This is an optimization exercise on Yosys and OpenROAD, whose aim is small area, a short achievable clock period and few clock cycles, not a production implementation. In this exercise RTL edits were held to simulation tests only and were not proved equivalent to the original. Power figures rest on the tool's default switching activity, not on a simulated workload.

## flow/config.mk

```make
export PLATFORM = sky130hd
export DESIGN_NAME = mul_accel_top
export DESIGN_NICKNAME = mul_accel_top
export VERILOG_FILES = /design/flow/design.v
export SDC_FILE = /design/flow/constraint.sdc
export NUM_CORES = 4
export LEC_CHECK = 0
export CAP_MARGIN = 20
export CORE_MARGIN = 8
export CORE_UTILIZATION = 40
export PLACE_DENSITY = 0.6
export SLEW_MARGIN = 20
```

## flow/constraint.sdc

```tcl
create_clock -name core_clock -period 8.0 [get_ports {clk_i}]
set_input_delay 1.6000 -clock core_clock [delete_from_list [all_inputs] [get_ports {clk_i}]]
set_output_delay 1.6000 -clock core_clock [all_outputs]
set_load 0.01 [all_outputs]
```

## flow/design.v

```verilog
package mul_accel_pkg;
  typedef logic [31:0] word_t;
  typedef logic [31:0] addr_t;
  typedef logic [15:0] operand_t;
  typedef logic [3:0]  shift_t;
  typedef enum logic [2:0] {IDLE, RD_A, WT_A, RD_B, WT_B, FEED, DRAIN, WR_C} stream_state_e;
  localparam addr_t CsrShift  = 32'd0;
  localparam addr_t CsrCommit = 32'd1;
  localparam addr_t CsrCount  = 32'd2;
  localparam addr_t CsrBaseA  = 32'd0;
  localparam addr_t CsrBaseB  = 32'd1;
  localparam addr_t CsrBaseC  = 32'd2;
  localparam addr_t CsrLength = 32'd3;
  localparam addr_t CsrStart  = 32'd4;
  localparam addr_t CsrStatus = 32'd5;
endpackage
module mul_accel_top #(
  parameter int unsigned StreamerCsrNum = 6
) (
  input  logic  clk_i,
  input  logic  rst_n_i,
  input  mul_accel_pkg::addr_t csr_req_addr_i,
  input  mul_accel_pkg::word_t csr_req_data_i,
  input  logic  csr_req_write_i,
  input  logic  csr_req_valid_i,
  output logic  csr_req_ready_o,
  output mul_accel_pkg::word_t csr_rsp_data_o,
  output logic  csr_rsp_valid_o,
  input  logic  csr_rsp_ready_i,
  output mul_accel_pkg::addr_t tcdm_addr_o,
  output mul_accel_pkg::word_t tcdm_wdata_o,
  output logic  tcdm_write_o,
  output logic  tcdm_req_o,
  input  logic  tcdm_gnt_i,
  input  mul_accel_pkg::word_t tcdm_rdata_i,
  input  logic  tcdm_rvalid_i
);
  logic [31:0] base_a_q, base_b_q, base_c_q, len_q, count_q;
  logic [3:0]  shift_q, cshift_q;
  logic        rsp_valid_q;
  logic [2:0]  rsel_q;
  logic        st_a_q, st_b_q, st_c_q, st_t_q;
  logic        first_q, last_q;
  logic [31:0] idx_q;
  logic [31:0] addr_q;
  logic        ga_q, gb_q, s1_q, s2_q, cv_q;
  logic [15:0] a_q, b_q;
  logic [31:0] c_q;
  logic busy;
  assign busy = st_a_q | st_b_q | st_c_q | st_t_q;
  logic       req_fire, wr, hi_zero;
  logic [3:0] a4;
  logic       start;
  assign req_fire = csr_req_valid_i & ~rsp_valid_q;
  assign wr       = req_fire & csr_req_write_i;
  assign hi_zero  = csr_req_addr_i[31:4] == '0;
  assign a4       = csr_req_addr_i[3:0];
  assign start    = wr & hi_zero & (a4 == 4'd4) & ~busy & (len_q != '0);
  logic [2:0] rsel_d;
  always_comb begin
    rsel_d = 3'd0;
    if (!csr_req_write_i && hi_zero) begin
      case (a4)
        4'd0: rsel_d = 3'd1;
        4'd1: rsel_d = 3'd2;
        4'd2: rsel_d = 3'd3;
        4'd3: rsel_d = 3'd4;
        4'd5: rsel_d = busy ? 3'd7 : 3'd0;
        4'd6: rsel_d = 3'd6;
        4'd8: rsel_d = 3'd5;
        default: rsel_d = 3'd0;
      endcase
    end
  end
  always_ff @(posedge clk_i or negedge rst_n_i) begin
    if (!rst_n_i) begin
      rsp_valid_q <= 1'b0;
    end else if (req_fire) begin
      rsp_valid_q <= 1'b1;
    end else if (csr_rsp_ready_i) begin
      rsp_valid_q <= 1'b0;
    end
  end
  always_ff @(posedge clk_i) begin
    if (req_fire) rsel_q <= rsel_d;
  end
  always_comb begin
    case (rsel_q)
      3'd1:    csr_rsp_data_o = base_a_q;
      3'd2:    csr_rsp_data_o = base_b_q;
      3'd3:    csr_rsp_data_o = base_c_q;
      3'd4:    csr_rsp_data_o = len_q;
      3'd5:    csr_rsp_data_o = count_q;
      3'd6:    csr_rsp_data_o = {28'd0, shift_q};
      3'd7:    csr_rsp_data_o = 32'd1;
      default: csr_rsp_data_o = 32'd0;
    endcase
  end
  assign csr_req_ready_o = ~rsp_valid_q;
  assign csr_rsp_valid_o = rsp_valid_q;
  always_ff @(posedge clk_i or negedge rst_n_i) begin
    if (!rst_n_i) begin
      base_a_q <= '0;
      base_b_q <= '0;
      base_c_q <= '0;
      len_q    <= '0;
      count_q  <= '0;
      shift_q  <= '0;
      cshift_q <= '0;
    end else begin
      if (wr && hi_zero && !busy) begin
        if (a4 == 4'd0) base_a_q <= csr_req_data_i;
        if (a4 == 4'd1) base_b_q <= csr_req_data_i;
        if (a4 == 4'd2) base_c_q <= csr_req_data_i;
        if (a4 == 4'd3) len_q    <= csr_req_data_i;
        if (a4 == 4'd7) cshift_q <= shift_q;
      end
      if (wr && hi_zero && a4 == 4'd6) shift_q <= csr_req_data_i[3:0];
      if (start) count_q <= count_q + len_q;
    end
  end
  logic gnt_a, gnt_b, gnt_c, adv_c, done;
  assign gnt_a = st_a_q & tcdm_gnt_i;
  assign gnt_b = st_b_q & tcdm_gnt_i;
  assign gnt_c = (st_c_q | st_t_q) & cv_q & tcdm_gnt_i;
  assign adv_c = st_c_q & (first_q | (cv_q & tcdm_gnt_i));
  assign done  = st_t_q & cv_q & tcdm_gnt_i;
  function automatic logic sum_eq(input logic [31:0] x, input logic [31:0] y, input logic [31:0] k);
    logic ok;
    logic c;
    ok = 1'b1;
    c  = 1'b0;
    for (int i = 0; i < 32; i++) begin
      ok = ok & ((x[i] ^ y[i] ^ k[i]) == c);
      c  = (x[i] & y[i]) | ((x[i] ^ y[i]) & ~k[i]);
    end
    sum_eq = ok;
  endfunction
  logic [31:0] nbase;
  logic        ncin;
  logic [32:0] nsum;
  always_comb begin
    if (st_a_q) begin
      nbase = base_b_q;  ncin = 1'b1;
    end else if (st_b_q || (st_c_q && last_q)) begin
      nbase = base_c_q;  ncin = 1'b0;
    end else begin
      nbase = base_a_q;  ncin = 1'b1;
    end
  end
  assign nsum = {nbase, ncin} + {idx_q, 1'b1};
  always_ff @(posedge clk_i or negedge rst_n_i) begin
    if (!rst_n_i) begin
      st_a_q  <= 1'b0;
      st_b_q  <= 1'b0;
      st_c_q  <= 1'b0;
      st_t_q  <= 1'b0;
      first_q <= 1'b0;
      last_q  <= 1'b0;
      idx_q   <= '1;
      ga_q    <= 1'b0;
      gb_q    <= 1'b0;
      s1_q    <= 1'b0;
      s2_q    <= 1'b0;
      cv_q    <= 1'b0;
    end else begin
      ga_q <= gnt_a;
      gb_q <= gnt_b;
      if (start) begin
        st_a_q  <= 1'b1;
        first_q <= 1'b1;
      end
      if (gnt_a) begin
        st_a_q <= 1'b0;
        st_b_q <= 1'b1;
      end
      if (gnt_b) begin
        st_b_q <= 1'b0;
        st_c_q <= 1'b1;
        idx_q  <= idx_q + 32'd1;
        last_q <= sum_eq(idx_q, 32'd2, len_q);
      end
      if (adv_c) begin
        st_c_q  <= 1'b0;
        first_q <= 1'b0;
        if (last_q) st_t_q <= 1'b1;
        else        st_a_q <= 1'b1;
      end
      if (done) begin
        st_t_q <= 1'b0;
        idx_q  <= '1;
      end
      if (gb_q) s1_q <= 1'b1;
      else if (!cv_q) s1_q <= 1'b0;
      s2_q <= s1_q & ~cv_q;
      if (s2_q) cv_q <= 1'b1;
      else if (gnt_c) cv_q <= 1'b0;
    end
  end
  always_ff @(posedge clk_i) begin
    if (start | gnt_a | gnt_b | adv_c) addr_q <= nsum[32:1];
  end
  assign tcdm_req_o   = st_a_q | st_b_q | ((st_c_q | st_t_q) & cv_q);
  assign tcdm_write_o = st_c_q | st_t_q;
  assign tcdm_addr_o  = addr_q;
  logic        s1_fire;
  logic [7:0]  dig;
  logic [15:0] addend;
  logic [23:0] msum;
  assign s1_fire = s1_q & ~cv_q;
  assign dig     = s2_q ? b_q[15:8] : b_q[7:0];
  assign addend  = s2_q ? c_q[23:8] : 16'd0;
  assign msum    = a_q * dig + addend;
  always_ff @(posedge clk_i) begin
    if (ga_q) a_q <= tcdm_rdata_i[15:0];
    if (gb_q) b_q <= tcdm_rdata_i[15:0];
    if (s1_fire) c_q[23:0] <= msum;
    if (s2_q) c_q[31:8] <= msum;
  end
  assign tcdm_wdata_o = c_q >> cshift_q;
endmodule
```

## flow/run.sh

```bash
#!/bin/bash
# synth_recipe.tcl (not shown) runs the flow's synth.tcl, then flattens the netlist and writes it again
# the make line also repeats each setting of config.mk as NAME=value (left out here)
make -C /OpenROAD-flow-scripts/flow DESIGN_CONFIG=/design/flow/config.mk WORK_HOME=/design/flow/orfs CLKGATE_MAP_FILE= SYNTH_SCRIPT=/design/flow/synth_recipe.tcl finish
```

==> run notes, run 1 <==
Overflow after GRT -> 0
global-route wire length before repair -> 107100 um
power consumption -> 3.526 mW
Seq pwr share -> 46.5%
# resized after CTS -> 0
number of post-CTS setup repair buffers -> 0
Sink Count -> 311
Max-Cap Viols -> 0
fin nets -> 2772
relative slew slack -> 25.20%
outcome -> finished clean
I/O pins -> 203
cell area power density -> 130.4 nW/um^2
cell count after synthesis -> 2278
Post-Layout Inst Area -> 27030 um^2
post-route minimum period -> 5880 ps
Synth area leader -> dfrtp_1
H-tree levels -> 2
final wirelength -> 66830 um
worst slew pin tran -> 1106 ps
element type at the critical path end -> flip-flop
setup TNS -> 0 ps
non-filler instance count after layout -> 3222
WS Path Type -> reg2reg
top cell type's share of synthesized area -> 19.48%
number of synthesized register bits -> 311
Sw Pwr -> 789.9 uW
CP Data Required Time -> 8310 ps
Starting Density -> 40.23%
HP Class -> reg2reg
Post-synth EDFFs -> 99
clock power share -> 49.6%
P&R area growth vs syn -> 16.92%
Die Span Y -> 256.4 um
combinational fraction of design power -> 3.9%
RSZ-0062 raised after global routing -> no
Total Routing Usage GR -> 20.12%
YS warnings -> 1
dpl cells -> 3155
Fillers -> 5411
Die X -> 256.4 um
synth unique cells -> 83
Post-synth top flop -> dfrtp_1
Root Driver -> clkbuf_16
Switching Share -> 22.40%
Post-DP Area -> 25780 um^2
Mean Syn Cell Area -> 10.15 um^2
worst hold slack -> 473.9 ps
most frequent cells in the layout -> 280 x nand2_1, 184 x clkdlybuf4s50_1, 177 x dfrtp_1, 155 x inv_1, 138 x ha_1
Buf/Inv on CP -> 3
crit-path cells -> mux2_2 > nand2_1 > fa_1 > fa_1 > inv_1 > ha_1 > inv_1 > fa_1 > inv_1 > ha_1 > a211o_1 > a21oi_1 > o21ai_1 > a21oi_1 > o211ai_1 > o311ai_0 > o21ai_1 > xor2_1 > mux2_2
Port Buffers -> 185
RR Endpoint -> c_q[22]
crit start category -> flip-flop
DR iter-0 viols -> 1139
FMAX -> 170.1 MHz
Mapped Nets -> 2621
pins over their slew limit -> 0
Vias/cell -> 5.594
Die ar. -> 65750 um^2
drt drc -> 0
most common cell after layout, fill and taps aside -> nand2_1
clk latency of the worst-skew pair -> 570 ps
final cycle utilization of the critical path -> 73.50%
CP top delay family -> adder cells
Row Count -> 88
Arr. time, crit path -> 6190 ps
skew final -> 25.12 ps
Reg-to-Reg Start -> s2_q
Pre-Repair DR Iteration Count -> 5
initial antenna violation count -> 3
Max Buffers Root-to-Sink -> 3
drt wl/cell -> 20.74 um
Synth async-reset ratio -> 68.17%
Synth area leaders -> dfrtp_1 19%, edfxtp_1 13%, fa_1 8.8%
crit path max fanout -> 16
Crit-path slowest cell -> dfrtp_2
post-cts hold buffer count -> 0
Final Wtd Congestion -> 0.8855
Reg2Reg Setup Slack -> 2120 ps
CTS Buf Count -> 37
Post-Syn Area -> 23120 um^2
critical path endpoint -> c_q[22]
HPWL after DPL -> 49520 um
pin count of the biggest net entering global routing -> 118
area taken by multi-input logic gates -> 13890 um^2
vias in the first global route -> 18571
share of layout cells above drive strength 1 -> 7.980%
Crit path largest cell delay -> 640 ps
ANT nets after route -> 0
worst vdd ir -> 143.4 uV
internal power -> 2.736 mW
core area -> 57480 um^2
critical path depth -> 19
final hold violation count -> 0
Leakage -> 12.23 nW
worst setup path startpoint -> s2_q
via count -> 18024
clock transition at the registers of the reported paths -> 60 ps
Reg area -> 8322 um^2
R2R depth -> 19
CTS tree -> built
final setup fails -> 0
sequential area share after synthesis -> 35.98%
==> power groups by stage <==
stage	combinational (mW)	sequential (mW)	clock [mW]
floorplan	0.0346	1.67	0
global placement	0.135	1.67	0
detailed placement	0.137	1.67	0
CTS	0.137	1.64	1.79
global route	0.146	1.64	1.85
finish	0.136	1.64	1.75
==> routing by layer <==
layer | track usage (%) | wire length (um) | up-vias
met2 | 33.39 | 31700 | 488
met1 | 27.16 | 30010 | 9053
met3 | 3.467 | 3698 | 81
met4 | 4.965 | 1396 | 4
li1 | - | - | 8398
met5 | 0 | 27 | -
==> kinds of logic (layout without fill, tap and decap cells) <==
group | count (synthesis) | count (layout) | share of synthesized area (%)
DFF | 311 | 311 | 35.98
muxes | 282 | 282 | 14.07
adders and majority gates | 240 | 240 | 16.30
xor gates and xnor gates | 119 | 119 | 4.508
and+or+nand+nor | 629 | 629 | 13.10
other | 0 | 1 | 0
AOI/OAI and AO/OA | 445 | 445 | 11.95
buffers and inverters | 252 | 430 | 4.097
==> per-stage QoR <==
| stage | setup WS, ps | util [%] |
|---|---|---|
| after floorplan | 2115 | - |
| after global placement | 2212 | 44.84 |
| after detailed placement | 2137 | 44.86 |
| after CTS | 2147 | 47.03 |
| after global routing | 1784 | 47.03 |
| final | 2120 | 47.04 |
==> synth_stat cells, types with 6 or more instances <==
master	n
mux2i_1	100
nand4_1	26
inv_1	155
nor3b_1	6
nand2b_1	20
mux2_2	39
nor3_1	28
a21o_1	30
or3_1	14
dfstp_2	32
mux4_2	18
clkbuf_1	73
and3_1	21
xnor2_1	67
a221oi_1	7
xor2_1	52
fa_1	102
nor4_1	21
edfxtp_1	99
o21ai_1	42
o21ai_0	110
nor2_1	71
buf_1	21
o211ai_1	6
nand3_1	36
o21bai_1	11
o22ai_1	32
ha_1	138
a21oi_1	104
o21a_1	11
and2_1	18
a211oi_1	11
mux2_1	125
a22oi_1	28
dfrtp_1	180
a31oi_1	7
nor2b_1	60
nand2_1	282
==> registers in the layout, indices dropped and copies added (netlist names), 16 cells and up <==
| signal | count |
|---|---|
| len_q | 32 |
| c_q | 32 |
| a_q | 16 |
| base_a_q | 32 |
| base_b_q | 32 |
| idx_q | 32 |
| base_c_q | 32 |
| b_q | 16 |
| count_q | 32 |
| addr_q | 32 |
==> final cells by class <==
cell class                 instances  area share (%)
clock buffer                      53           3.985
sequential                       311           30.78
tap                              765           3.541
clock inverter                    13          0.6341
inverter                         157           2.180
timing repair buffer             207           7.479
multi-input combinational       1715           51.39
antenna                            1        0.009257
==> worst min path at each step <==
stage | end | from | slack [ps] | cells after the start
floorplan | s1_q | s1_q | 450 | 1
global route | s1_q | s1_q | 500 | 1
global placement | s1_q | s1_q | 460 | 1
detailed placement | s1_q | s1_q | 470 | 1
finish | s1_q | s1_q | 470 | 1
CTS | s1_q | s1_q | 480 | 1
Testbench counts, summed over its fixed seeds: cycles 11,462.
==> run 2: changes to the inputs <==
--- a/flow/config.mk
+++ b/flow/config.mk
@@ -7,2 +7,3 @@
 export LEC_CHECK = 0
+export ABC_AREA = 1
 export CAP_MARGIN = 20
==> run notes, run 2 <==
crit start category -> flip-flop
crit-path cells -> inv_1 > or2_2 > nand2_1 > inv_1 > nand2_1 > fa_1 > fa_1 > inv_1 > fa_1 > fa_1 > ha_1 > a21oi_1 > o21ai_0 > o21bai_1 > nand2_1 > nand2_1 > nand2_1 > nand3_1 > nand2_1
Sink Count -> 311 (unchanged)
Post-synth top flop -> dfrtp_1
crit-path most repeated cell -> nand2_1
cell count after synthesis -> 3369 (+48%)
final wirelength -> 81550 um (+22%)
FMAX -> 163.1 MHz (-4.1%)
Leakage -> 13.69 nW (+12%)
Starting Density -> 40.38% (+0.15 points)
CP Data Required Time -> 8320 ps (about the same)
Final Wtd Congestion -> 0.9590 (+8.3%)
crit path max fanout -> 16 (unchanged)
CP top delay family -> adder cells
top-count cell post-synth -> nand2_1
Row Count -> 91 (+3.4%)
HP Class -> reg2reg
RSZ-0062 raised after global routing -> no
final cycle utilization of the critical path -> 76.63% (+3.1 points)
vias in the first global route -> 21925 (+18%)
fin nets -> 3850 (+39%)
Die X -> 265.4 um (+3.5%)
drt drc -> 0 (unchanged)
ANT nets after route -> 0 (unchanged)
Overflow after GRT -> 0 (unchanged)
most frequent cells in the layout -> 955 x nand2_1, 498 x inv_1, 269 x nor2_1, 217 x o21ai_0, 192 x nand3_1
HPWL after DPL -> 63260 um (+28%)
core area -> 61600 um^2 (+7.2%)
Buf/Inv on CP -> 3 (unchanged)
non-filler instance count after layout -> 4375 (+36%)
drt wl/cell -> 18.64 um (-10%)
synth unique cells -> 54 (-35%)
Mapped Nets -> 3712 (+42%)
global-route wire length before repair -> 127800 um (+19%)
post-cts hold buffer count -> 0 (unchanged)
Synth async-reset ratio -> 68.17% (unchanged)
post-route minimum period -> 6130 ps (+250.5 ps)
Hold Path Depth -> 2 (+1)
met3 routed WL -> 5010 um (+35%)
clock transition at the registers of the reported paths -> 60 ps (about the same)
Fillers -> 6280 (+16%)
pins over their slew limit -> 0 (unchanged)
WL met2 -> 38570 um (+22%)
I/O pins -> 203 (unchanged)
dpl cells -> 4303 (+36%)
Max-Cap Viols -> 0 (unchanged)
pin count of the biggest net entering global routing -> 86 (-27%)
H-tree levels -> 2 (unchanged)
initial antenna violation count -> 1 (-2)
Post-synth EDFFs -> 99 (unchanged)
cell area power density -> 127.6 nW/um^2 (-2.2%)
Vias/cell -> 5.215 (-6.8%)
outcome -> finished clean
Pre-Repair DR Iteration Count -> 5 (unchanged)
worst slack, placed -> 1954 ps (-183.8 ps)
skew final -> 30.63 ps (+5.508 ps)
# resized after CTS -> 0 (unchanged)
Synth area leader -> dfrtp_1
Mean Syn Cell Area -> 7.382 um^2 (-27%)
Total Routing Usage GR -> 22.92% (+2.8 points)
via count -> 22814 (+27%)
R2R depth -> 19 (unchanged)
WS Path Type -> reg2reg
final setup fails -> 0 (unchanged)
share of layout cells above drive strength 1 -> 4.213% (-3.8 points)
DR iter-0 viols -> 1959 (+72%)
setup TNS -> 0 ps (unchanged)
slack of the critical path -> 1870 ps (-250.5 ps)
relative slew slack -> 21.06% (-4.1 points)
Commonest cells post-synth -> 955 x nand2_1, 498 x inv_1, 269 x nor2_1
Arr. time, crit path -> 6450 ps (+260 ps)
clk latency of the worst-skew pair -> 580 ps (about the same)
Root Driver -> clkbuf_16
highest routed layer -> met4
final hold violation count -> 0 (unchanged)
Max Buffers Root-to-Sink -> 3 (unchanged)
Die ar. -> 70410 um^2 (+7.1%)
sequential area share after synthesis -> 33.44% (-2.5 points)
element type at the critical path end -> flip-flop
top cell type's share of synthesized area -> 18.11% (-1.4 points)
Crit-path slowest cell -> dfrtp_1
CTS tree -> built
number of post-CTS setup repair buffers -> 0 (unchanged)
Port Buffers -> 185 (unchanged)
worst vdd ir -> 126.2 uV (-12%)
YS warnings -> 1 (unchanged)
most common cell after layout, fill and taps aside -> nand2_1
Die Span Y -> 265.4 um (+3.5%)
Crit path largest cell delay -> 780 ps (+140 ps)
CTS Buf Count -> 39 (+5.4%)
critical path depth -> 19 (unchanged)
number of synthesized register bits -> 311 (unchanged)
Post-Syn Area -> 24870 um^2 (+7.6%)
Synth area leaders -> dfrtp_1 18%, nand2_1 14%, edfxtp_1 12%
met1 wire length -> 36130 um (+20%)
worst slew pin tran -> 1180 ps (+73.89 ps)
P&R area growth vs syn -> 15.38%
run 2: final cells by class:
type | instances | area (um^2) | share of cell area [%]
Antenna cell | 1 | 2.502 | 0.008720
Clock buffer | 49 | 1075 | 3.745
Clock inverter | 22 | 264.0 | 0.9200
Inverter | 505 | 1896 | 6.605
Multi-Input combinational cell | 2447 | 14100 | 49.15
Sequential cell | 311 | 8318 | 28.99
Tap cell | 837 | 1047 | 3.649
Timing Repair Buffer | 203 | 1992 | 6.941
run 2: power by group:
| group | leakage [nW] | switching, mW | internal [mW] |
|---|---|---|---|
| clock | 0.651 | 0.752 | 1.12 |
| combinational | 9.37 | 0.0839 | 0.0575 |
| sequential | 3.67 | 0.00552 | 1.64 |
| total | 13.7 | 0.842 | 2.82 |
run 2: stage by stage:
step | cell area [um^2] | hold WS (ps) | power [mW] | utilization [%]
5_1_grt | 28700 | 521.2 | 3.764 | 46.59
6_report | 28700 | 489.7 | 3.660 | 46.59
2_1_floorplan | 24870 | 458.8 | 1.712 | -
3_5_place_dp | 27360 | 478.1 | 1.817 | 44.41
4_1_cts | 28700 | 491.9 | 3.696 | 46.58
3_3_place_gp | 27360 | 472.6 | 1.817 | 44.41
run 2: kinds of logic (layout without fill, tap and decap cells):
kind of cell             after synthesis  after routing  synth area share [%]
AO/OA/AOI/OAI                        563            563                 12.47
XOR/XNOR                              73             73                 2.571
adder cells (fa/ha/maj)              240            240                 15.15
buffers and inverters                611            779                 9.890
flip-flops                           311            311                 33.44
multiplexers                           5              5                0.2012
other                                  0              1                     0
AND/OR/NAND/NOR                     1566           1566                 26.28
run 2: worst paths after layout:
kind | start | to | slack [ps]
min reg2reg | base_b_q[15] | base_b_q[15] | 490
max in group asynchronous | rst_n_i | base_c_q[11] | 5620
max | s2_q | c_q[15] | 1870
min in group asynchronous | rst_n_i | base_c_q[26] | 990
max reg2reg | s2_q | c_q[15] | 1870
min | base_b_q[15] | base_b_q[15] | 490
run 2: layer usage:
layer / up-vias / track usage [%]
met5: - / 0
met4: 0 / 5.634
met3: 104 / 3.223
met2: 702 / 38.85
met1: 10807 / 30.73
li1: 11201 / -
run 2: worst reg2reg max path, cell delays in order, from the launching register on:
cell and delay (ps):
dfrtp_1 780, inv_1 360, or2_2 360, nand2_1 230, inv_1 310, nand2_1 170, fa_1 470, fa_1 560
inv_1 60, fa_1 520, fa_1 430, ha_1 380, a21oi_1 120, o21ai_0 330, o21bai_1 330, nand2_1 140
nand2_1 90, nand2_1 70, nand3_1 130, nand2_1 60
==> run 3: changes to the inputs <==
--- a/flow/config.mk
+++ b/flow/config.mk
@@ -7,3 +7,2 @@
 export LEC_CHECK = 0
-export ABC_AREA = 1
 export CAP_MARGIN = 20
@@ -12,2 +11,3 @@
 export PLACE_DENSITY = 0.6
+export SETUP_SLACK_MARGIN = 3.5
 export SLEW_MARGIN = 20
==> run notes, run 3 <==
Leakage -> 12.78 nW (-6.7%)
final setup fails -> 0 (unchanged)
post-route minimum period -> 5214 ps (-916.2 ps)
pins over their slew limit -> 0 (unchanged)
top cell type's share of synthesized area -> 19.48% (+1.4 points)
Pre-Repair DR Iteration Count -> 7 (+2)
Max Buffers Root-to-Sink -> 3 (unchanged)
DR iter-0 viols -> 1368 (-30%)
RSZ-0062 raised after global routing -> yes
Port Buffers -> 185 (unchanged)
number of synthesized register bits -> 311 (unchanged)
most frequent cells in the layout -> 270 x nand2_1, 184 x clkdlybuf4s50_1, 176 x dfrtp_1, 146 x inv_1, 125 x mux2_1
FMAX -> 191.8 MHz (+18%)
pin count of the biggest net entering global routing -> 74 (-14%)
clock transition at the registers of the reported paths -> 70 ps (about the same)
Mean Syn Cell Area -> 10.15 um^2 (+37%)
worst slack, placed -> 2085 ps (+131.7 ps)
Row Count -> 88 (-3.3%)
initial antenna violation count -> 3 (+2)
crit-path cells -> buf_12 > mux2_4 > buf_12 > buf_12 > nand2_1 > fa_1 > inv_1 > fa_1 > fa_1 > fa_1 > ha_4 > nand3_1 > inv_1 > nand3_1 > o211ai_1 > o311ai_2 > buf_4 > xnor2_2 > mux2_2
CTS Buf Count -> 39 (unchanged)
Synth Area in Compound Gates -> 11.95% (-0.51 points)
Crit path largest cell delay -> 550 ps (-230 ps)
sequential area share after synthesis -> 35.98% (+2.5 points)
Final Wtd Congestion -> 0.8931 (-6.9%)
CTS tree -> built
cell area power density -> 123.6 nW/um^2 (-3.1%)
met3 routed WL -> 4181 um (-17%)
XOR/XNOR Fraction of Synth Area -> 4.508% (+1.9 points)
worst slew pin tran -> 1018 ps (-162.6 ps)
Overflow after GRT -> 0 (unchanged)
Crit-path slowest cell -> fa_1
slack of the critical path -> 2786 ps (+916.2 ps)
simple-gate share of the synthesized area -> 13.10% (-13 points)
clk latency of the worst-skew pair -> 580 ps (about the same)
Hold Path Depth -> 1 (-1)
area taken by multi-input logic gates -> 14550 um^2 (+3.2%)
hold_sp -> s1_q
Worst Hold Path EP -> s1_q
crit start category -> flip-flop
Die Span Y -> 256.4 um (-3.4%)
HPWL after DPL -> 50620 um (-20%)
Arr. time, crit path -> 5530 ps (-920 ps)
Post-synth top flop -> dfrtp_1
core area -> 57480 um^2 (-6.7%)
Sink Count -> 311 (unchanged)
Synth area leaders -> dfrtp_1 19%, edfxtp_1 13%, fa_1 8.8%
Commonest cells post-synth -> 282 x nand2_1, 180 x dfrtp_1, 155 x inv_1
Total Routing Usage GR -> 20.71% (-2.2 points)
crit-path most repeated cell -> fa_1
Synth async-reset ratio -> 68.17% (unchanged)
Die ar. -> 65750 um^2 (-6.6%)
Vias/cell -> 5.648 (+8.3%)
top-count cell post-synth -> nand2_1
cell count after synthesis -> 2278 (-32%)
vias in the first global route -> 18900 (-14%)
drt drc -> 0 (unchanged)
Synth area leader -> dfrtp_1
ANT nets after route -> 0 (unchanged)
fin nets -> 2850 (-26%)
R2R depth -> 19 (unchanged)
H-tree levels -> 2 (unchanged)
crit path max fanout -> 8 (-8)
Mapped Nets -> 2621 (-29%)
Root Driver -> clkbuf_16
global-route wire length before repair -> 109200 um (-15%)
worst vdd ir -> 153.1 uV (+21%)
Buf/Inv on CP -> 6 (+3)
YS warnings -> 1 (unchanged)
Post-synth EDFFs -> 99 (unchanged)
Fillers -> 5216 (-17%)
Reg area -> 8328 um^2 (+0.12%)
relative slew slack -> 32.15% (+11 points)
post-cts hold buffer count -> 0 (unchanged)
largest family of logic cells by synthesized area -> adder cells
outcome -> finished clean
most common cell after layout, fill and taps aside -> nand2_1
final wirelength -> 70360 um (-14%)
CP Data Required Time -> 8320 ps (about the same)
Reg-to-Reg Start -> s2_q
drt wl/cell -> 21.29 um (+14%)
Reg2Reg Setup Slack -> 2790 ps (+920 ps)
met1 wire length -> 31740 um (-12%)
WL met2 -> 32860 um (-15%)
final cycle utilization of the critical path -> 65.17% (-11 points)
P&R area growth vs syn -> 23.05%
mux contribution to synthesized area -> 14.07% (+14 points)
final hold violation count -> 0 (unchanged)
highest routed layer -> met5
share of layout cells above drive strength 1 -> 14.50% (+10 points)
Die X -> 256.4 um (-3.4%)
setup TNS -> 0 ps (unchanged)
Post-Syn Area -> 23120 um^2 (-7.0%)
Max-Cap Viols -> 0 (unchanged)
WS Path Type -> reg2reg
skew final -> 23.11 ps (-7.521 ps)
HP Class -> reg2reg
via count -> 18667 (-18%)
I/O pins -> 203 (unchanged)
RR Endpoint -> c_q[20]
power consumption -> 3.516 mW (-3.9%)
synth unique cells -> 83 (+54%)
Starting Density -> 40.23% (-0.15 points)
Post-Synth Adder-Cell Area -> 16.30% (+1.1 points)
CP top delay family -> adder cells
element type at the critical path end -> flip-flop
## run 3: power by group
| group | internal (mW) | switching, mW |
|---|---|---|
| clock network | 0.977 | 0.751 |
| registers | 1.64 | 0.00110 |
| logic | 0.0604 | 0.0873 |
| total | 2.68 | 0.839 |
## run 3: timing repair
| action | CTS | global route |
|---|---|---|
| hold endpoints to repair | 0 | 0 |
| pin swaps | 22 | 40 |
| setup endpoints to repair | 263 | 66 |
| buffers inserted | 40 | 34 |
| gates cloned | 2 | 2 |
| resized for setup | 59 | 82 |
## run 3: per-stage QoR
step           hold slack (ps)  instances  area (um^2)  util (%)
5_1_grt                  519.9       3303        28450     49.49
3_3_place_gp             457.1       3153        25910     45.08
6_report                 481.2       3305        28450     49.50
2_1_floorplan            446.0       2278        23360         -
3_5_place_dp             469.0       3153        25910     45.08
4_1_cts                  481.9       3267        27790     48.35
## run 3: area by class of cell
type	count	share of cell area, %
flip-flops and latches	311	29.27
diodes	2	0.01759
well taps	765	3.364
multi-input cells	1718	51.14
clock inverters	25	0.8092
clock buffers	47	3.536
repair inverters	1	0.02639
inverters	157	2.102
repair buffers	279	9.737
## run 3: per-layer routing
layer	up-vias	global-route usage [%]
met3	103	4.027
met4	2	5.263
met1	9455	28.19
met2	524	33.70
li1	8583	-
met5	-	0
## run 3: cell families after synthesis
| logic type | count (synthesis) |
|---|---|
| flops | 311 |
| fa+ha+maj | 240 |
| compound gates | 445 |
| xor+xnor | 119 |
| buf+inv | 252 |
| mux | 282 |
| simple gates | 629 |
## run 3: how the worst max path moves through the flow
stage / start / end / depth (start not counted)
6_report: s2_q / c_q[20] / 19
4_1_cts: s2_q / c_q[22] / 20
3_3_place_gp: s2_q / c_q[21] / 18
5_1_grt: s2_q / c_q[20] / 18
2_1_floorplan: s2_q / c_q[22] / 20
3_5_place_dp: s2_q / c_q[21] / 18
## run 3: worst register-to-register path, stage by stage (launching register included)
cell and delay [ps]:
dfrtp_4 510, buf_12 160, mux2_4 250, buf_12 130, buf_12 120, nand2_1 70, fa_1 550, inv_1 50
fa_1 520, fa_1 450, fa_1 540, ha_4 320, nand3_1 130, inv_1 80, nand3_1 100, o211ai_1 240
o311ai_2 150, buf_4 160, xnor2_2 150, mux2_2 270
==> run 4: changes to the inputs <==
--- a/flow/design.v
+++ b/flow/design.v
@@ -40,3 +40,3 @@
   logic        rsp_valid_q;
-  logic [2:0]  rsel_q;
+  logic [6:0]  rsel_q;
   logic        st_a_q, st_b_q, st_c_q, st_t_q;
@@ -58,18 +58,7 @@
   assign start    = wr & hi_zero & (a4 == 4'd4) & ~busy & (len_q != '0);
-  logic [2:0] rsel_d;
-  always_comb begin
-    rsel_d = 3'd0;
-    if (!csr_req_write_i && hi_zero) begin
-      case (a4)
-        4'd0: rsel_d = 3'd1;
-        4'd1: rsel_d = 3'd2;
-        4'd2: rsel_d = 3'd3;
-        4'd3: rsel_d = 3'd4;
-        4'd5: rsel_d = busy ? 3'd7 : 3'd0;
-        4'd6: rsel_d = 3'd6;
-        4'd8: rsel_d = 3'd5;
-        default: rsel_d = 3'd0;
-      endcase
-    end
-  end
+  logic [6:0] rsel_d;
+  logic       rd;
+  assign rd = ~csr_req_write_i & hi_zero;
+  assign rsel_d = {rd & (a4 == 4'd5) & busy, rd & (a4 == 4'd6), rd & (a4 == 4'd8),
+                   rd & (a4 == 4'd3), rd & (a4 == 4'd2), rd & (a4 == 4'd1), rd & (a4 == 4'd0)};
   always_ff @(posedge clk_i or negedge rst_n_i) begin
@@ -86,14 +75,6 @@
   end
-  always_comb begin
-    case (rsel_q)
-      3'd1:    csr_rsp_data_o = base_a_q;
-      3'd2:    csr_rsp_data_o = base_b_q;
-      3'd3:    csr_rsp_data_o = base_c_q;
-      3'd4:    csr_rsp_data_o = len_q;
-      3'd5:    csr_rsp_data_o = count_q;
-      3'd6:    csr_rsp_data_o = {28'd0, shift_q};
-      3'd7:    csr_rsp_data_o = 32'd1;
-      default: csr_rsp_data_o = 32'd0;
-    endcase
-  end
+  assign csr_rsp_data_o = ({32{rsel_q[0]}} & base_a_q) | ({32{rsel_q[1]}} & base_b_q) |
+                          ({32{rsel_q[2]}} & base_c_q) | ({32{rsel_q[3]}} & len_q) |
+                          ({32{rsel_q[4]}} & count_q) | ({32{rsel_q[5]}} & {28'd0, shift_q}) |
+                          {31'd0, rsel_q[6]};
   assign csr_req_ready_o = ~rsp_valid_q;
@@ -106,3 +87,2 @@
       len_q    <= '0;
-      count_q  <= '0;
       shift_q  <= '0;
@@ -118,3 +98,2 @@
       if (wr && hi_zero && a4 == 4'd6) shift_q <= csr_req_data_i[3:0];
-      if (start) count_q <= count_q + len_q;
     end
@@ -124,5 +103,24 @@
   assign gnt_b = st_b_q & tcdm_gnt_i;
-  assign gnt_c = (st_c_q | st_t_q) & cv_q & tcdm_gnt_i;
-  assign adv_c = st_c_q & (first_q | (cv_q & tcdm_gnt_i));
-  assign done  = st_t_q & cv_q & tcdm_gnt_i;
+  assign gnt_c = req_c & tcdm_gnt_i;
+  assign adv_c = st_c_q & (first_q | gnt_c);
+  assign done  = st_t_q & gnt_c;
+  logic cnt_pend, cnt_hold, creq_q, dfr_q, req_c;
+  assign cnt_pend = rsp_valid_q & rsel_q[4];
+  assign cnt_hold = cnt_pend | dfr_q;
+  assign req_c    = (st_c_q | st_t_q) & cv_q & (creq_q | ~cnt_hold);
+  always_ff @(posedge clk_i or negedge rst_n_i) begin
+    if (!rst_n_i) begin
+      count_q <= '0;
+      creq_q  <= 1'b0;
+      dfr_q   <= 1'b0;
+    end else begin
+      creq_q <= req_c & ~tcdm_gnt_i;
+      if (!cnt_pend && (gnt_c || dfr_q)) begin
+        count_q <= count_q + 32'd1;
+        dfr_q   <= 1'b0;
+      end else if (gnt_c) begin
+        dfr_q   <= 1'b1;
+      end
+    end
+  end
   function automatic logic sum_eq(input logic [31:0] x, input logic [31:0] y, input logic [31:0] k);
@@ -202,3 +200,3 @@
   end
-  assign tcdm_req_o   = st_a_q | st_b_q | ((st_c_q | st_t_q) & cv_q);
+  assign tcdm_req_o   = st_a_q | st_b_q | req_c;
   assign tcdm_write_o = st_c_q | st_t_q;
@@ -210,4 +208,4 @@
   assign s1_fire = s1_q & ~cv_q;
-  assign dig     = s2_q ? b_q[15:8] : b_q[7:0];
-  assign addend  = s2_q ? c_q[23:8] : 16'd0;
+  assign dig     = b_q[7:0];
+  assign addend  = s2_q ? c_q[31:16] : 16'd0;
   assign msum    = a_q * dig + addend;
@@ -216,4 +214,5 @@
     if (gb_q) b_q <= tcdm_rdata_i[15:0];
-    if (s1_fire) c_q[23:0] <= msum;
-    if (s2_q) c_q[31:8] <= msum;
+    else if (s1_fire) b_q[7:0] <= b_q[15:8];
+    if (s1_fire | s2_q) c_q[31:8] <= msum;
+    if (s2_q) c_q[7:0] <= c_q[15:8];
   end
--- a/flow/config.mk
+++ b/flow/config.mk
@@ -11,3 +11,3 @@
 export PLACE_DENSITY = 0.6
-export SETUP_SLACK_MARGIN = 3.5
+export SETUP_SLACK_MARGIN = 0
 export SLEW_MARGIN = 20
==> run notes, run 4 <==
Total Routing Usage GR -> 19.06% (-1.7 points)
top cell type's share of synthesized area -> 21.54% (+2.1 points)
via count -> 15462 (-17%)
setup TNS -> 0 ps (unchanged)
number of synthesized register bits -> 317 (+1.9%)
WS Path Type -> reg2reg
RR Endpoint -> c_q[31]
number of post-CTS setup repair buffers -> 0 (-100%)
cell area power density -> 140.0 nW/um^2 (+13%)
most frequent cells in the layout -> 258 x nand2_1, 184 x clkdlybuf4s50_1, 181 x dfrtp_1, 149 x mux2_2, 143 x inv_1
Max Buffers Root-to-Sink -> 3 (unchanged)
Mean Syn Cell Area -> 10.84 um^2 (+6.8%)
worst vdd ir -> 124.7 uV (-19%)
I/O pins -> 203 (unchanged)
Sw Pwr -> 790.9 uW (-5.8%)
Leakage -> 11.49 nW (-10%)
share of layout cells above drive strength 1 -> 13.84% (-0.66 points)
post-route minimum period -> 5570 ps (+355.6 ps)
Port Buffers -> 185 (unchanged)
element type at the critical path end -> flip-flop
clk latency of the worst-skew pair -> 590 ps (about the same)
Crit path largest cell delay -> 730 ps (+180 ps)
post-cts hold buffer count -> 0 (unchanged)
crit start category -> flip-flop
Overflow after GRT -> 0 (unchanged)
Crit-path slowest cell -> edfxtp_1
Seq pwr share -> 48.0% (+1.3 points)
crit path max fanout -> 16 (+8)
pins over their slew limit -> 0 (unchanged)
global-route wire length before repair -> 90580 um (-17%)
Post-synth top flop -> dfrtp_1
hold_sp -> count_q[31]
drt drc -> 0 (unchanged)
combinational fraction of design power -> 3.3% (-0.9 points)
HPWL after DPL -> 43120 um (-15%)
Die ar. -> 60470 um^2 (-8.0%)
worst slew pin tran -> 968.7 ps (-49.00 ps)
synth unique cells -> 65 (-22%)
most common cell after layout, fill and taps aside -> nand2_1
FMAX -> 179.5 MHz (-6.4%)
CTS Buf Count -> 37 (-5.1%)
outcome -> finished clean
YS warnings -> 1 (unchanged)
cell count after synthesis -> 1950 (-14%)
Post-DP Area -> 23700 um^2 (-8.5%)
Hold Path Depth -> 1 (unchanged)
Worst Hold Path EP -> count_q[31]
non-filler instance count after layout -> 2830 (-14%)
Mapped Nets -> 2262 (-14%)
Die X -> 245.9 um (-4.1%)
CTS tree -> built
Sink Count -> 317 (+1.9%)
final hold violation count -> 0 (unchanged)
Reg-to-Reg Start -> b_q[1]
Final Wtd Congestion -> 0.8637 (-3.3%)
clock transition at the registers of the reported paths -> 60 ps (about the same)
Post-Syn Area -> 21140 um^2 (-8.6%)
Post-synth EDFFs -> 103 (+4.0%)
Reg2Reg Setup Slack -> 2430 ps (-360 ps)
P&R area growth vs syn -> 18.05%
Arr. time, crit path -> 5880 ps (+350 ps)
vias in the first global route -> 15699 (-17%)
relative slew slack -> 34.74% (+2.6 points)
core area -> 52450 um^2 (-8.8%)
Starting Density -> 40.31% (+0.086 points)
top-count cell post-synth -> nand2_1
clock power share -> 48.7% (-0.4 points)
RSZ-0062 raised after global routing -> no
R2R depth -> 18 (-1)
pin count of the biggest net entering global routing -> 109 (+47%)
CP Data Required Time -> 8310 ps (about the same)
Vias/cell -> 5.464 (-3.3%)
final wirelength -> 58250 um (-17%)
Pre-Repair DR Iteration Count -> 6 (-1)
ANT nets after route -> 0 (unchanged)
DR iter-0 viols -> 1305 (-4.6%)
initial antenna violation count -> 3 (unchanged)
final cycle utilization of the critical path -> 69.62% (+4.4 points)
Die Span Y -> 245.9 um (-4.1%)
HP Class -> reg2reg
Synth area leader -> dfrtp_1
Synth area leaders -> dfrtp_1 22%, edfxtp_1 15%, fa_1 9.6%
Synth async-reset ratio -> 67.51% (-0.66 points)
H-tree levels -> 2 (unchanged)
drt wl/cell -> 20.58 um (-3.3%)
internal power -> 2.702 mW (+0.95%)
worst hold slack -> 477.3 ps (-3.900 ps)
crit-path cells -> nand2_1 > fa_1 > inv_1 > fa_1 > ha_1 > inv_1 > fa_1 > inv_1 > ha_1 > nor2b_1 > o21ai_1 > a21boi_0 > o21ai_0 > a21oi_1 > a31oi_1 > o21ai_0 > o41a_1 > xnor2_1
Post-Layout Inst Area -> 24960 um^2 (-12%)
Switching Share -> 22.64% (-1.2 points)
Row Count -> 84 (-4.5%)
Commonest cells post-synth -> 258 x nand2_1, 182 x dfrtp_1, 149 x mux2_2
Root Driver -> clkbuf_16
skew final -> 33.24 ps (+10.13 ps)
sequential area share after synthesis -> 40.15% (+4.2 points)
dpl cells -> 2760 (-12%)
fin nets -> 2423 (-15%)
Max-Cap Viols -> 0 (unchanged)
# resized after CTS -> 0 (-100%)
final setup fails -> 0 (unchanged)
-- run 4: area by class of cell --
cell class / instances / area (um^2)
diodes: 3 / 7.507
clock buffers: 56 / 1115
clock inverters: 11 / 133.9
fillers: 4814 / 27490
inverters: 145 / 544.3
multi-input cells: 1406 / 11810
flip-flops and latches: 317 / 8489
well taps: 688 / 860.8
repair buffers: 204 / 1998
-- run 4: worst max path at each step --
stage / from / to / slack, ps / cells after the start
4_1_cts: b_q[1] / c_q[31] / 2480 / 18
3_5_place_dp: b_q[1] / c_q[31] / 2520 / 18
2_1_floorplan: s2_q / c_q[31] / 2910 / 17
6_report: b_q[1] / c_q[31] / 2430 / 18
3_3_place_gp: b_q[1] / c_q[31] / 2550 / 18
5_1_grt: b_q[1] / c_q[31] / 2150 / 18
-- run 4: cells by family after synthesis --
| logic type | Yosys count | share of synthesized area (%) |
|---|---|---|
| compound gates | 295 | 9.368 |
| xor+xnor | 133 | 5.510 |
| fa+ha+maj | 209 | 15.95 |
| buf+inv | 227 | 4.089 |
| flops | 317 | 40.15 |
| mux | 230 | 12.84 |
| simple gates | 539 | 12.10 |
-- run 4: power by group through the flow --
stage	sequential (mW)	clock (mW)	combinational (mW)
floorplan	1.71	0	0.0200
global placement	1.71	0	0.115
detailed placement	1.71	0	0.117
CTS	1.68	1.74	0.117
global route	1.68	1.80	0.124
finish	1.68	1.70	0.115
-- run 4: metal layers --
| metal | track usage (%) | vias to the layer above | part of all wire [%] |
|---|---|---|---|
| met2 | 29.15 | 470 | 45 |
| met1 | 27.05 | 7750 | 46 |
| met3 | 4.105 | 66 | 6.7 |
| met4 | 5.331 | 0 | 2.2 |
| met5 | 0 | - | 0 |
| li1 | - | 7176 | - |
-- run 4: through the flow --
step | setup slack [ps] | util (%) | power, mW
final | 2430 | 47.59 | 3.493
after global routing | 2146 | 47.59 | 3.605
after CTS | 2478 | 47.57 | 3.536
after detailed placement | 2521 | 45.19 | 1.824
after global placement | 2550 | 45.19 | 1.822
after floorplan | 2915 | - | 1.727
-- run 4: critical path: cells and delay by family, from the launching register on --
family,cells,cell delay [ps]
compound gates,7,1810
fa+ha+maj,5,2180
flops,1,730
xor+xnor,1,130
simple gates,2,320
buf+inv,3,150
Testbench counts of run 4, summed over its fixed seeds: cycles 11,462.
==> run 5: changes to the inputs <==
--- a/flow/config.mk
+++ b/flow/config.mk
@@ -11,3 +11,3 @@
 export PLACE_DENSITY = 0.6
-export SETUP_SLACK_MARGIN = 0
+export SETUP_SLACK_MARGIN = 4
 export SLEW_MARGIN = 20
==> run notes, run 5 <==
core area -> 52450 um^2 (unchanged)
share of layout cells above drive strength 1 -> 25.17% (+11 points)
Hold Path Depth -> 1 (unchanged)
crit start category -> flip-flop
hold_sp -> count_q[31]
Final Wtd Congestion -> 0.8795 (+1.8%)
sequential area share after synthesis -> 40.15% (unchanged)
top cell type's share of synthesized area -> 21.54% (unchanged)
number of synthesized register bits -> 317 (unchanged)
Post-Syn Area -> 21140 um^2 (unchanged)
DR iter-0 viols -> 1333 (+2.1%)
drt drc -> 0 (unchanged)
Pre-Repair DR Iteration Count -> 7 (+1)
final hold violation count -> 0 (unchanged)
Overflow after GRT -> 0 (unchanged)
Max Buffers Root-to-Sink -> 3 (unchanged)
skew final -> 15.64 ps (-17.60 ps)
HPWL after DPL -> 43530 um (+0.93%)
global-route wire length before repair -> 96030 um (+6.0%)
ANT nets after route -> 0 (unchanged)
RR Endpoint -> c_q[24]
crit-path most repeated cell -> fa_1
P&R area growth vs syn -> 27.09%
H-tree levels -> 2 (unchanged)
R2R depth -> 16 (-2)
Reg-to-Reg Start -> a_q[5]
CTS Buf Count -> 39 (+5.4%)
slack of the critical path -> 3350 ps (+919.5 ps)
Crit-path slowest cell -> edfxtp_1
final setup fails -> 0 (unchanged)
Root Driver -> clkbuf_16
Commonest cells post-synth -> 258 x nand2_1, 182 x dfrtp_1, 149 x mux2_2
Port Buffers -> 185 (unchanged)
setup TNS -> 0 ps (unchanged)
initial antenna violation count -> 4 (+1)
final cycle utilization of the critical path -> 58.13% (-11 points)
Total Routing Usage GR -> 20.21% (+1.1 points)
pins over their slew limit -> 0 (unchanged)
cell area power density -> 132.8 nW/um^2 (-5.1%)
worst slack, placed -> 2947 ps (+426.3 ps)
Die Span Y -> 245.9 um (unchanged)
Reg2Reg Setup Slack -> 3350 ps (+920 ps)
crit path max fanout -> 8 (-8)
HP Class -> reg2reg
Sink Count -> 317 (unchanged)
Mapped Nets -> 2262 (unchanged)
power consumption -> 3.568 mW (+2.1%)
Vias/cell -> 5.527 (+1.2%)
via count -> 16344 (+5.7%)
Post-DP Area -> 23800 um^2 (+0.43%)
WS Path Type -> reg2reg
Fillers -> 4648 (-3.4%)
crit-path cells -> buf_4 > nand2_1 > fa_1 > fa_1 > inv_1 > fa_1 > fa_1 > ha_4 > nand4b_1 > a21boi_2 > o21ai_2 > o21ai_2 > a31oi_4 > o21bai_1 > a31oi_1 > xnor2_1
pin count of the biggest net entering global routing -> 82 (-25%)
fin nets -> 2550 (+5.2%)
Row Count -> 84 (unchanged)
CTS tree -> built
clock transition at the registers of the reported paths -> 60 ps (about the same)
Die X -> 245.9 um (unchanged)
Leakage -> 12.76 nW (+11%)
CP top delay family -> adder cells
synth unique cells -> 65 (unchanged)
Synth async-reset ratio -> 67.51% (unchanged)
outcome -> finished clean
relative slew slack -> 41.37% (+6.6 points)
Synth area leader -> dfrtp_1
I/O pins -> 203 (unchanged)
clk latency of the worst-skew pair -> 570 ps (-20 ps)
cell count after synthesis -> 1950 (unchanged)
Starting Density -> 40.31% (unchanged)
Post-synth top flop -> dfrtp_1
most frequent cells in the layout -> 240 x nand2_1, 177 x dfrtp_1, 148 x mux2_2, 135 x inv_1, 133 x clkdlybuf4s50_1
Worst Hold Path EP -> count_q[31]
vias in the first global route -> 16623 (+5.9%)
Buf/Inv on CP -> 2 (-1)
Post-synth EDFFs -> 103 (unchanged)
FMAX -> 215.0 MHz (+20%)
most common cell after layout, fill and taps aside -> nand2_1
Synth area leaders -> dfrtp_1 22%, edfxtp_1 15%, fa_1 9.6%
element type at the critical path end -> flip-flop
Max-Cap Viols -> 0 (unchanged)
Post-Layout Inst Area -> 26870 um^2 (+7.7%)
YS warnings -> 1 (unchanged)
final wirelength -> 62170 um (+6.7%)
Die ar. -> 60470 um^2 (unchanged)
worst slew pin tran -> 879.5 ps (-89.19 ps)
Crit path largest cell delay -> 570 ps (-160 ps)
RSZ-0062 raised after global routing -> yes
post-route minimum period -> 4650 ps (-919.5 ps)
Mean Syn Cell Area -> 10.84 um^2 (unchanged)
Arr. time, crit path -> 4950 ps (-930 ps)
top-count cell post-synth -> nand2_1
worst vdd ir -> 149.5 uV (+20%)
CP Data Required Time -> 8300 ps (about the same)
drt wl/cell -> 21.03 um (+2.2%)
==> run 5: worst max path at each step <==
stage	start	end	slack, ps	cells past startpoint
global route	a_q[5]	c_q[31]	3210	12
CTS	b_q[2]	c_q[31]	3440	14
finish	a_q[5]	c_q[24]	3350	16
floorplan	s2_q	c_q[31]	3550	17
global placement	b_q[1]	c_q[31]	2950	20
detailed placement	b_q[1]	c_q[24]	2950	18
==> run 5: power breakdown <==
group | internal (mW) | switching [mW]
combinational | 0.0517 | 0.0695
sequential | 1.67 | 0.00286
clock | 1.04 | 0.727
==> run 5: through the flow <==
stage / cells / hold slack (ps) / util (%)
floorplan: 1950 / 440.6 / -
global placement: 2759 / 463.5 / 45.38
detailed placement: 2759 / 473.8 / 45.38
CTS: 2925 / 481.1 / 50.03
global route: 2957 / 492.1 / 51.24
finish: 2957 / 483.2 / 51.24
==> run 5: per-layer routing <==
layer  vias up  global-route usage (%)  routed length, um  part of all wire [%]
met1      8244                   27.60              27910                    45
met3       111                   4.702               4334                   7.0
met5         -                       0                  0                     0
li1       7465                       -                  -                     -
met2       524                   31.39              28180                    45
met4         0                   6.777               1741                   2.8
==> run 5: repair_timing <==
| item | in CTS | in global routing |
|---|---|---|
| resized for setup | 194 | 141 |
| gates cloned | 4 | 1 |
| pin swaps | 45 | 54 |
| hold buffers | 0 | 0 |
| endpoints found under the setup margin | 103 | 107 |
| setup buffers | 94 | 27 |
==> run 5: cell type report <==
| type | count | area, um^2 | share of cell area (%) |
|---|---|---|---|
| clock buffer | 55 | 1107 | 4.121 |
| timing repair inverter | 1 | 7.507 | 0.02794 |
| sequential | 317 | 8502 | 31.64 |
| multi-input combinational | 1406 | 12400 | 46.14 |
| timing repair buffer | 328 | 3269 | 12.17 |
| inverter | 145 | 555.5 | 2.067 |
| antenna | 4 | 10.01 | 0.03725 |
| clock inverter | 13 | 161.4 | 0.6007 |
| tap | 688 | 860.8 | 3.204 |
==> run 5: logic make-up (layout without fill, tap and decap cells) <==
| logic type | after synthesis | after routing | synth area share, % |
|---|---|---|---|
| xor gates and xnor gates | 133 | 133 | 5.510 |
| DFF | 317 | 317 | 40.15 |
| muxes | 230 | 230 | 12.84 |
| buffers and inverters | 227 | 542 | 4.089 |
| and+or+nand+nor | 539 | 539 | 12.10 |
| AOI/OAI and AO/OA | 295 | 295 | 9.368 |
| other | 0 | 4 | 0 |
| adders and majority gates | 209 | 209 | 15.95 |
==> run 6: changes to the inputs <==
--- a/flow/config.mk
+++ b/flow/config.mk
@@ -11,3 +11,3 @@
 export PLACE_DENSITY = 0.6
-export SETUP_SLACK_MARGIN = 4
+export SETUP_SLACK_MARGIN = 5
 export SLEW_MARGIN = 20
==> run notes, run 6 <==
R2R depth -> 17 (+1)
WS Path Type -> reg2reg
setup TNS -> 0 ps (unchanged)
Synth async-reset ratio -> 67.51% (unchanged)
Vias/cell -> 5.504 (-0.43%)
Commonest cells post-synth -> 258 x nand2_1, 182 x dfrtp_1, 149 x mux2_2
FMAX -> 216.6 MHz (+0.74%)
Mean Syn Cell Area -> 10.84 um^2 (unchanged)
RSZ-0062 raised after global routing -> yes
fin nets -> 2684 (+5.3%)
relative slew slack -> 33.02% (-8.3 points)
initial antenna violation count -> 4 (unchanged)
cell area power density -> 122.2 nW/um^2 (-8.0%)
slack of the critical path -> 3384 ps (+34.34 ps)
HP Class -> reg2reg
sequential area share after synthesis -> 40.15% (unchanged)
RR Endpoint -> c_q[28]
Sink Count -> 317 (unchanged)
Leakage -> 13.63 nW (+6.8%)
Total Routing Usage GR -> 21.70% (+1.5 points)
global-route wire length before repair -> 102400 um (+6.6%)
YS warnings -> 1 (unchanged)
Overflow after GRT -> 0 (unchanged)
Post-synth top flop -> dfrtp_1
post-route minimum period -> 4616 ps (-34.34 ps)
outcome -> finished clean
element type at the critical path end -> flip-flop
crit start category -> flip-flop
skew final -> 29.08 ps (+13.44 ps)
vias in the first global route -> 17505 (+5.3%)
H-tree levels -> 2 (unchanged)
CTS Buf Count -> 39 (unchanged)
hold_sp -> s1_q
Reg-to-Reg Start -> b_q[7]
CTS tree -> built
synth unique cells -> 65 (unchanged)
clk latency of the worst-skew pair -> 590 ps (+20 ps)
power consumption -> 3.575 mW (+0.21%)
top-count cell post-synth -> nand2_1
P&R area growth vs syn -> 38.39%
DR iter-0 viols -> 1409 (+5.7%)
Die Span Y -> 245.9 um (unchanged)
Reg2Reg Setup Slack -> 3380 ps (+30 ps)
via count -> 17028 (+4.2%)
Die ar. -> 60470 um^2 (unchanged)
Final Wtd Congestion -> 0.8740 (-0.63%)
Max-Cap Viols -> 0 (unchanged)
Row Count -> 84 (unchanged)
Die X -> 245.9 um (unchanged)
drt wl/cell -> 22.04 um (+4.8%)
final setup fails -> 0 (unchanged)
pins over their slew limit -> 0 (unchanged)
Mapped Nets -> 2262 (unchanged)
Synth area leaders -> dfrtp_1 22%, edfxtp_1 15%, fa_1 9.6%
most common cell after layout, fill and taps aside -> nand2_1
post-cts hold buffer count -> 0 (unchanged)
Max Buffers Root-to-Sink -> 3 (unchanged)
core area -> 52450 um^2 (unchanged)
clock transition at the registers of the reported paths -> 60 ps (about the same)
Arr. time, crit path -> 4930 ps (-20 ps)
pin count of the biggest net entering global routing -> 85 (+3.7%)
top cell type's share of synthesized area -> 21.54% (unchanged)
Post-DP Area -> 24030 um^2 (+0.96%)
ANT nets after route -> 0 (unchanged)
drt drc -> 0 (unchanged)
Hold Path Depth -> 1 (unchanged)
worst slack, placed -> 2862 ps (-84.61 ps)
Post-synth EDFFs -> 103 (unchanged)
final wirelength -> 68200 um (+9.7%)
Synth area leader -> dfrtp_1
Worst Hold Path EP -> s1_q
Port Buffers -> 185 (unchanged)
most frequent cells in the layout -> 232 x nand2_1, 175 x dfrtp_1, 149 x mux2_2, 142 x buf_4, 128 x inv_1
final hold violation count -> 0 (unchanged)
Post-Route Utilization -> 55.79% (+4.6 points)
final cycle utilization of the critical path -> 57.70% (-0.43 points)
worst slew pin tran -> 998.0 ps (+118.5 ps)
number of synthesized register bits -> 317 (unchanged)
Post-Syn Area -> 21140 um^2 (unchanged)
Root Driver -> clkbuf_16
share of layout cells above drive strength 1 -> 38.51% (+13 points)
Post-Layout Inst Area -> 29260 um^2 (+8.9%)
CP Data Required Time -> 8320 ps (+20 ps)
Starting Density -> 40.31% (unchanged)
HPWL after DPL -> 43600 um (+0.16%)
crit path max fanout -> 4 (-4)
I/O pins -> 203 (unchanged)
cell count after synthesis -> 1950 (unchanged)
worst vdd ir -> 132.3 uV (-12%)
Pre-Repair DR Iteration Count -> 8 (+1)
[run 6: cell counts after synthesis]
No cell type changed its count.
[run 6: worst max-delay path by stage]
stage,from,to,slack (ps),cells after the start
floorplan,s2_q,c_q[31],3550,17
global placement,b_q[1],c_q[24],2920,16
detailed placement,b_q[1],c_q[24],2860,16
CTS,b_q[1],c_q[28],3420,21
global route,a_q[5],c_q[31],3210,18
finish,b_q[7],c_q[28],3380,17
[run 6: timing repair]
action	in CTS	in global routing
buffers inserted	189	58
resized for setup	687	224
pin swaps	211	134
gates cloned	16	1
endpoints found under the setup margin	360	288
[run 6: cell families after synthesis]
logic type      share of synthesized area [%]
fa+ha+maj                               15.95
flops                                   40.15
mux                                     12.84
buf+inv                                 4.089
simple gates                            12.10
xor+xnor                                5.510
compound gates                          9.368
[run 6: through the flow]
stage / hold WS [ps] / std cells
finish: 480.2 / 3094
global route: 489.5 / 3093
CTS: 479.9 / 3031
detailed placement: 470.3 / 2755
global placement: 464.4 / 2755
floorplan: 440.6 / 1950
[run 6: area by class of cell]
class | instances | area [um^2]
Timing Repair Buffer | 454 | 4360
Sequential cell | 317 | 8507
Antenna cell | 4 | 10.01
Clock buffer | 54 | 1062
Tap cell | 688 | 860.8
Multi-Input combinational cell | 1413 | 13700
Timing Repair inverter | 2 | 13.76
Inverter | 145 | 563.0
Clock inverter | 17 | 186.4
Fill cell | 4276 | 23190
[run 6: routing by layer]
metal  vias to the layer above  routed length (um)  global-route usage (%)
met2                       545               31400                   34.02
met1                      8623               29980                   29.82
li1                       7745                   -                       -
met4                         0                2061                   6.829
met3                       115                4758                   4.659
met5                         -                   0                       0
[run 6: report_power, final]
part / internal [mW] / leakage (nW) / switching (mW)
logic: 0.0749 / 9.15 / 0.0920
clock network: 0.981 / 0.612 / 0.750
registers: 1.67 / 3.86 / 0.00336
total: 2.73 / 13.6 / 0.845
[run 6: critical path, cell delays in order, from the launching register on]
cell	delay [ps]
edfxtp_1	390
buf_6	140
nand2_1	80
fa_1	530
fa_1	540
inv_1	50
fa_1	550
fa_1	450
ha_4	310
nand4b_1	150
a21boi_2	200
o21ai_2	90
o21ai_2	230
a31oi_4	150
buf_6	160
o21ai_4	140
a21boi_2	80
xnor2_1	130
==> run 7: changes to the inputs <==
--- a/flow/config.mk
+++ b/flow/config.mk
@@ -10,4 +10,5 @@
 export CORE_UTILIZATION = 40
+export CTS_BUF_LIST = sky130_fd_sc_hd__clkbuf_8
 export PLACE_DENSITY = 0.6
-export SETUP_SLACK_MARGIN = 5
+export SETUP_SLACK_MARGIN = 4
 export SLEW_MARGIN = 20
==> run notes, run 7 <==
Starting Density -> 40.31% (unchanged)
cell count after synthesis -> 1950 (unchanged)
final wirelength -> 63120 um (-7.4%)
Total Routing Usage GR -> 20.20% (-1.5 points)
clk latency of the worst-skew pair -> 690 ps (+100 ps)
Mean Syn Cell Area -> 10.84 um^2 (unchanged)
Sink Count -> 317 (unchanged)
worst slew pin tran -> 873.9 ps (-124.1 ps)
DR iter-0 viols -> 1416 (+0.50%)
Max-Cap Viols -> 0 (unchanged)
Synth area leader -> dfrtp_1
most frequent cells in the layout -> 238 x nand2_1, 175 x dfrtp_1, 156 x inv_1, 149 x mux2_2, 129 x clkdlybuf4s50_1
Reg-to-Reg Start -> b_q[0]
area taken by multi-input logic gates -> 12460 um^2 (-9.0%)
initial antenna violation count -> 2 (-2)
H-tree levels -> 2 (unchanged)
HP Class -> reg2reg
pins over their slew limit -> 0 (unchanged)
final hold violation count -> 0 (unchanged)
synth unique cells -> 65 (unchanged)
Vias/cell -> 5.471 (-0.59%)
Post-Syn Area -> 21140 um^2 (unchanged)
Overflow after GRT -> 0 (unchanged)
top cell type's share of synthesized area -> 21.54% (unchanged)
final setup fails -> 0 (unchanged)
drt drc -> 0 (unchanged)
Leakage -> 12.72 nW (-6.6%)
outcome -> finished clean
FMAX -> 215.4 MHz (-0.59%)
Root Driver -> clkbuf_8
I/O pins -> 203 (unchanged)
Reg area -> 8504 um^2 (about the same)
Synth async-reset ratio -> 67.51% (unchanged)
skew final -> 59.16 ps (+30.08 ps)
Die Span Y -> 245.9 um (unchanged)
P&R area growth vs syn -> 27.43%
via count -> 16414 (-3.6%)
CTS Buf Count -> 55 (+41%)
Die ar. -> 60470 um^2 (unchanged)
post-route minimum period -> 4643 ps (+27.19 ps)
Pre-Repair DR Iteration Count -> 6 (-2)
number of synthesized register bits -> 317 (unchanged)
sequential area share after synthesis -> 40.15% (unchanged)
Port Buffers -> 185 (unchanged)
pin count of the biggest net entering global routing -> 82 (-3.5%)
most common cell after layout, fill and taps aside -> nand2_1
worst vdd ir -> 136.4 uV (+3.2%)
clock transition at the registers of the reported paths -> 60 ps (about the same)
Max Buffers Root-to-Sink -> 3 (unchanged)
CP Data Required Time -> 8380 ps (+60 ps)
top-count cell post-synth -> nand2_1
RSZ-0062 raised after global routing -> yes
HPWL after DPL -> 43530 um (-0.16%)
crit start category -> flip-flop
worst setup path startpoint -> b_q[0]
WS Path Type -> reg2reg
Post-synth EDFFs -> 103 (unchanged)
Commonest cells post-synth -> 258 x nand2_1, 182 x dfrtp_1, 149 x mux2_2
element type at the critical path end -> flip-flop
YS warnings -> 1 (unchanged)
Post-Route Utilization -> 51.37% (-4.4 points)
drt wl/cell -> 21.04 um (-4.5%)
fin nets -> 2576 (-4.0%)
relative slew slack -> 41.74% (+8.7 points)
Fillers -> 4641 (+8.5%)
Die X -> 245.9 um (unchanged)
Post-synth top flop -> dfrtp_1
CTS tree -> built
final cycle utilization of the critical path -> 58.04% (+0.34 points)
cell area power density -> 124.4 nW/um^2 (+1.8%)
vias in the first global route -> 16769 (-4.2%)
Final Wtd Congestion -> 0.8795 (+0.63%)
ANT nets after route -> 0 (unchanged)
setup TNS -> 0 ps (unchanged)
crit path max fanout -> 8 (+4)
global-route wire length before repair -> 96010 um (-6.2%)
Synth area leaders -> dfrtp_1 22%, edfxtp_1 15%, fa_1 9.6%
Row Count -> 84 (unchanged)
Mapped Nets -> 2262 (unchanged)
Arr. time, crit path -> 5020 ps (+90 ps)
core area -> 52450 um^2 (unchanged)
hold_sp -> s1_q
share of layout cells above drive strength 1 -> 26.36% (-12 points)
==> run 7: cell counts after synthesis <==
Identical to the previous run, type by type.
==> run 7: area by class of cell <==
| type | instances | area share, % |
|---|---|---|
| diodes | 2 | 0.01858 |
| clock buffers | 62 | 3.167 |
| clock inverters | 41 | 1.059 |
| inverters | 145 | 2.081 |
| multi-input cells | 1406 | 46.25 |
| flip-flops and latches | 317 | 31.57 |
| well taps | 688 | 3.195 |
| repair buffers | 337 | 12.61 |
| repair inverters | 2 | 0.06037 |
==> run 7: kinds of logic after synthesis <==
group / synth area share, %
and+or+nand+nor: 12.10
DFF: 40.15
AOI/OAI and AO/OA: 9.368
muxes: 12.84
buffers and inverters: 4.089
adders and majority gates: 15.95
xor gates and xnor gates: 5.510
==> run 7: through the flow <==
| step | cells | cell area (um^2) | power, mW | hold slack (ps) | worst slack (ps) |
|---|---|---|---|---|---|
| finish | 3000 | 26940 | 3.352 | 485.1 | 3357 |
| global route | 3000 | 26940 | 3.468 | 491.8 | 3211 |
| CTS | 2956 | 26100 | 3.393 | 481.0 | 3408 |
| detailed placement | 2759 | 23800 | 1.823 | 473.8 | 2947 |
| global placement | 2759 | 23800 | 1.821 | 463.5 | 2952 |
| floorplan | 1950 | 21310 | 1.727 | 440.6 | 3549 |
==> run 7: worst paths after layout <==
check / to / slack, ps / depth (start not counted)
max: c_q[31] / 3360 / 15
min: s1_q / 490 / 1
max reg2reg: c_q[31] / 3360 / 15
min reg2reg: s1_q / 490 / 1
max in group asynchronous: cshift_q[2] / 5760 / 2
min in group asynchronous: base_b_q[22] / 980 / 1
==> run 7: power breakdown <==
group | total, mW | internal [mW] | switching (mW)
Sequential | 1.68 | 1.67 | 0.00288
Combinational | 0.125 | 0.0540 | 0.0708
Clock | 1.55 | 0.819 | 0.732
==> run 7: routing by layer <==
metal	vias to the layer above	track usage (%)	routed length (um)
met3	106	5.115	4407
met5	-	0	0
li1	7521	-	-
met1	8278	27.69	28100
met2	509	30.99	28860
met4	0	6.672	1761
==> run 7: critical path, stage by stage, from the launching register on <==
cell      delay (ps)
edfxtp_1         500
buf_6            190
nand2_1           70
fa_1             510
inv_1             50
fa_1             500
fa_1             440
fa_1             570
ha_4             220
or2_4            250
a21oi_2          170
a21oi_4           60
a31oi_4          270
o21ai_2          100
o41a_1           320
xnor2_1          130
==> run 7: timing repair <==
item	in CTS	in global routing
buffers inserted	87	41
cloned	7	1
pin swaps	52	56
resized for setup	240	153
hold buffers	0	0
endpoints found under the setup margin	109	107

-- what the ideal ports hide --
The results above use ideal ports. As a check the final layouts listed here were re-extracted and re-timed, cells and wires unchanged. Step 1 sets driving cells, clkbuf_16 on the clock port and buf_2 on the other inputs (assumed; they add their load-dependent delay and slew). Step 2 moves the port delays by t, midway between the first and last clock arrival at a register: inputs arrive t later, outputs are due t later. That takes back most of the time a late clock gives input paths. Slacks: ideal ports / drivers / drivers and shift; pairs: ideal ports / drivers.
| run | t, ns | slack for setup (ns) | worst hold slack (ns) | worst register clock-pin slew, ns |
|---|---|---|---|---|
| run 1 | 0.612 | 2.120 / 2.120 / 2.120 | 0.474 / 0.474 / 0.474 | 0.06 / 0.06 |
| run 2 | 0.630 | 1.870 / 1.870 / 1.870 | 0.490 / 0.490 / 0.490 | 0.07 / 0.07 |
| run 3 | 0.621 | 2.786 / 2.786 / 2.786 | 0.481 / 0.481 / 0.481 | 0.07 / 0.07 |
| run 4 | 0.631 | 2.430 / 2.430 / 2.430 | 0.477 / 0.477 / 0.477 | 0.06 / 0.06 |
| run 5 | 0.623 | 3.350 / 3.350 / 3.350 | 0.483 / 0.483 / 0.483 | 0.06 / 0.06 |
| run 6 | 0.633 | 3.384 / 3.384 / 3.384 | 0.480 / 0.480 / 0.480 | 0.06 / 0.06 |
| run 7 | 0.711 | 3.357 / 3.357 / 3.357 | 0.485 / 0.485 / 0.485 | 0.07 / 0.07 |
After both steps setup and hold are still met in every run listed.
